Background: an optimization exercise with open tools, aiming at small area and a short achievable clock period. Do not read the settings as production practice.
In this exercise RTL edits were held to simulation tests only and were not proved equivalent to the original.

Setup of v29:
## copad_top
module copad_top (
    input  logic                                                  clock,
    input  logic                                                  rst_n,
    input  logic                                                  bx_strobe,
    input  copad_match_pkg::cluster_vec_t                         a_vpf,
    input  copad_geom_pkg::roll_t [copad_geom_pkg::N_CLUSTERS-1:0] a_roll,
    input  copad_geom_pkg::pad_t  [copad_geom_pkg::N_CLUSTERS-1:0] a_pad,
    input  copad_geom_pkg::cnt_t  [copad_geom_pkg::N_CLUSTERS-1:0] a_cnt,
    input  copad_match_pkg::cluster_vec_t                         b_vpf,
    input  copad_geom_pkg::roll_t [copad_geom_pkg::N_CLUSTERS-1:0] b_roll,
    input  copad_geom_pkg::pad_t  [copad_geom_pkg::N_CLUSTERS-1:0] b_pad,
    input  copad_geom_pkg::cnt_t  [copad_geom_pkg::N_CLUSTERS-1:0] b_cnt,
    input  logic                                                  match_neighbor_pad,
    input  copad_match_pkg::delta_t                               match_delta_pad,
    input  logic                                                  match_neighbor_roll,
    output logic                                                  result_strobe,
    output copad_match_pkg::cluster_vec_t                         match,
    output copad_match_pkg::cluster_vec_t                         match_upper,
    output copad_match_pkg::cluster_vec_t                         match_lower,
    output logic                                                  any_match
);
Size in the first run: about 5300 cells after synthesis, roughly 36000 µm² of cells after synthesis.
export LEC_CHECK = 0
export CAP_MARGIN = 20
export CELL_PAD_IN_SITES_DETAIL_PLACEMENT = 1
export CELL_PAD_IN_SITES_GLOBAL_PLACEMENT = 1
export CORE_MARGIN = 2
export CORE_UTILIZATION = 40
export PLACE_DENSITY = 0.5
export SETUP_SLACK_MARGIN = 2.0
export SLEW_MARGIN = 20
export TNS_END_PERCENT = 20
create_clock -name core_clock -period 5.5 [get_ports {clock}]
standard.sh (not shown) runs the stock make flow with config.mk's settings and CLKGATE_MAP_FILE= SYNTH_SCRIPT=/design/flow/synth_recipe.tcl, a recipe that flattens the netlist after the stock synthesis.
==> flow/flow/run.sh <==
#!/bin/bash
# Layout with the standard flow, except that synthesis maps the logic
# with an area-oriented ABC script. Synthesis is otherwise the standard flow's own
# (synth_recipe.tcl, same passes, same registers).
set -euo pipefail
here=$(pwd)

# ABC script: area-oriented mapping
cp flow/abc_area_map.script "$here/abc_area_map.script"

# synth_recipe.tcl with the ABC script swapped; yosys -import keeps
# commands already defined, so this proc replaces abc in synth.tcl
cat > my_synth.tcl <<EOF
proc abc {args} {
  set i [lsearch -exact \$args -script]
  if {\$i >= 0} { lset args [expr {\$i + 1}] $here/abc_area_map.script }
  puts "abc run with: \$args"
  yosys abc {*}\$args
}
EOF
cat synth_recipe.tcl >> my_synth.tcl

# the make command standard.sh runs, with the synthesis script replaced
mk=$(grep '^make ' standard.sh | sed "s#SYNTH_SCRIPT=[^ ]*#SYNTH_SCRIPT=$here/my_synth.tcl#; s#\"\${@:-finish}\"#synth#")
eval "$mk" > synth_make.log 2>&1

# the rest of the layout, from the netlist above, with the smallest
# buffer on every port
BUFFER_PORTS_ARGS="-buffer_cell sky130_fd_sc_hd__buf_1" bash standard.sh > standard.log 2>&1
==> flow/flow/abc_area_map.script <==
strash
dch -f
map -a
amap
topo
v29: aborted in 5_1_grt (tool error)
--- input diff v29..v54 ---
- a deleted CELL_PAD_IN_SITES_GLOBAL_PLACEMENT that had been 1
- a change of PLACE_DENSITY from 0.5 to 0.35
- a change of CORE_UTILIZATION from 40 to 22
- a deleted CELL_PAD_IN_SITES_DETAIL_PLACEMENT that had been 1
diff --git a/flow/flow/run.sh b/flow/flow/run.sh
--- a/flow/flow/run.sh
+++ b/flow/flow/run.sh
@@ -27,3 +27,6 @@
 # the rest of the layout, from the netlist above, with the smallest
-# buffer on every port
-BUFFER_PORTS_ARGS="-buffer_cell sky130_fd_sc_hd__buf_1" bash standard.sh > standard.log 2>&1
+# buffer on every port, and global routing that keeps more of met1 and
+# met2 free for the detailed router
+export BUFFER_PORTS_ARGS="-buffer_cell sky130_fd_sc_hd__buf_1"
+export FASTROUTE_TCL="$here/flow/fastroute.tcl"
+bash standard.sh > standard.log 2>&1
==> flow/flow/fastroute.tcl (new file) <==
# sky130hd global routing layers, with more capacity held back on met1 and
# met2 so that global routing moves wires up to the emptier met3 and met4
set_global_routing_layer_adjustment $::env(MIN_ROUTING_LAYER)-$::env(MAX_ROUTING_LAYER) 0.2
set_global_routing_layer_adjustment met1 0.45
set_global_routing_layer_adjustment met2 0.35

set_routing_layers -clock $::env(MIN_CLK_ROUTING_LAYER)-$::env(MAX_ROUTING_LAYER)
set_routing_layers -signal $::env(MIN_ROUTING_LAYER)-$::env(MAX_ROUTING_LAYER)
==> comparison <==
- v54 closes out successfully: all stages finished, all timing, DRC and antenna checks passed.
- When the final numbers for v54 and v29 were put side by side, the TritonCTS buffer count turned out to be smaller in v29.
- As far as CTS sink count goes, v54 and v29 are indistinguishable; the numbers are identical.
- The number of gates given a new drive strength after cts number comes out higher for v54 vs v29.
- Looking at cell area reported after detailed placement, v54 sits 2800 µm² higher than v29 does.
- NOTE number of cells in the design after placement v29->v54 increased by more than 10%
- Comparing v54 and v29, the lower initial cell density of the core was measured on v54.
- v29 → v54: total of flip-flops plus latches after synthesis stayed essentially flat, number of instances in the synthesized netlist has remained practically unchanged, height of the die has increased.
Here is what was changed in the inputs of v58 compared with v54.
- changing PLACE_DENSITY from 0.35 to 0.5
- setting CELL_PAD_IN_SITES_GLOBAL_PLACEMENT to 1 for the first time
- changing CORE_UTILIZATION from 22 to 40
- setting CELL_PAD_IN_SITES_DETAIL_PLACEMENT to 1 for the first time
- removing TNS_END_PERCENT (formerly 20)
diff --git a/flow/flow/run.sh b/flow/flow/run.sh
--- a/flow/flow/run.sh
+++ b/flow/flow/run.sh
@@ -27,6 +27,3 @@
 # the rest of the layout, from the netlist above, with the smallest
-# buffer on every port, and global routing that keeps more of met1 and
-# met2 free for the detailed router
-export BUFFER_PORTS_ARGS="-buffer_cell sky130_fd_sc_hd__buf_1"
-export FASTROUTE_TCL="$here/flow/fastroute.tcl"
-bash standard.sh > standard.log 2>&1
+# buffer on every port
+BUFFER_PORTS_ARGS="-buffer_cell sky130_fd_sc_hd__buf_1" bash standard.sh > standard.log 2>&1
removed: flow/flow/fastroute.tcl
[summary]
- Per the final summary, v54 finished and its layout is clean on timing, DRC and antenna.
- In the summary table, v58 is marked failed, with error GRT-0232 raised in 5_1_grt.
- Relative to v54, v58 improves worst slack at placement.
- The cell count after placement of v58 falls short of that of v54 by 1131.
- In the flow results for v54 and v58, the initial core utilization is smaller on v54.
- Die outline height: v54 and v58 compared, lower one is v58
- Buffer count from post-CTS setup fixing was higher in v58 than in v54.
- Placement-stage cell area ends up lower on v58.
diff inputs: v58 => v25
- removing CELL_PAD_IN_SITES_DETAIL_PLACEMENT (formerly 1)
- changing CORE_UTILIZATION from 40 to 30
- setting TNS_END_PERCENT to 20 for the first time
- removing CELL_PAD_IN_SITES_GLOBAL_PLACEMENT (formerly 1)
- changing PLACE_DENSITY from 0.5 to 0.45
Notes after the runs:
- v25 finished end to end and its layout was clean on timing, DRC and antenna.
- Delta(starting density of the core, v25 - v58) < 0
- Diff v58..v25 | maximum count of clock buffers along a single path | unchanged
- Share of the synthesized netlist area taken by xor and xnor gates came out exactly the same in v25 and v58.
- Row count (v25 vs. v58) increases by more than 10%
- | cell area reported after detailed placement | lower: v58 |

-- afterwards: timing with drivers on the ports --
No port has a modelled driver above. Below, the same layouts with a new extraction and two added sets of constraints.
Step 1 (the two cells are an assumption about what drives the block):
set clk [get_ports {clock}]
set_driving_cell -lib_cell sky130_fd_sc_hd__clkbuf_16 $clk
set_driving_cell -lib_cell sky130_fd_sc_hd__buf_2 [delete_from_list [all_inputs] $clk]
Step 2 also shifts input and output timing later by t, the mid clock arrival at the registers, as if the neighbouring blocks saw the same clock.
Three values: ideal ports, drivers, drivers and shift; two values: the first two.
| run | t, ns | setup WS [ns] | worst setup path after step 2 | latest minus earliest clock arrival (ns) | pins driven straight from the clock port |
|---|---|---|---|---|---|
| v54 | 0.746 | 1.708 / 1.741 / 0.995 | input to register | 0.059 / 0.059 | 1 |
| v25 | 0.661 | 1.606 / 1.623 / 0.962 | input to register | 0.034 / 0.033 | 1 |
After both steps setup and hold are still met in every run listed. The setup slack of v54, which loses most, moves by +0.033 ns with the drivers and by -0.713 ns with both steps.
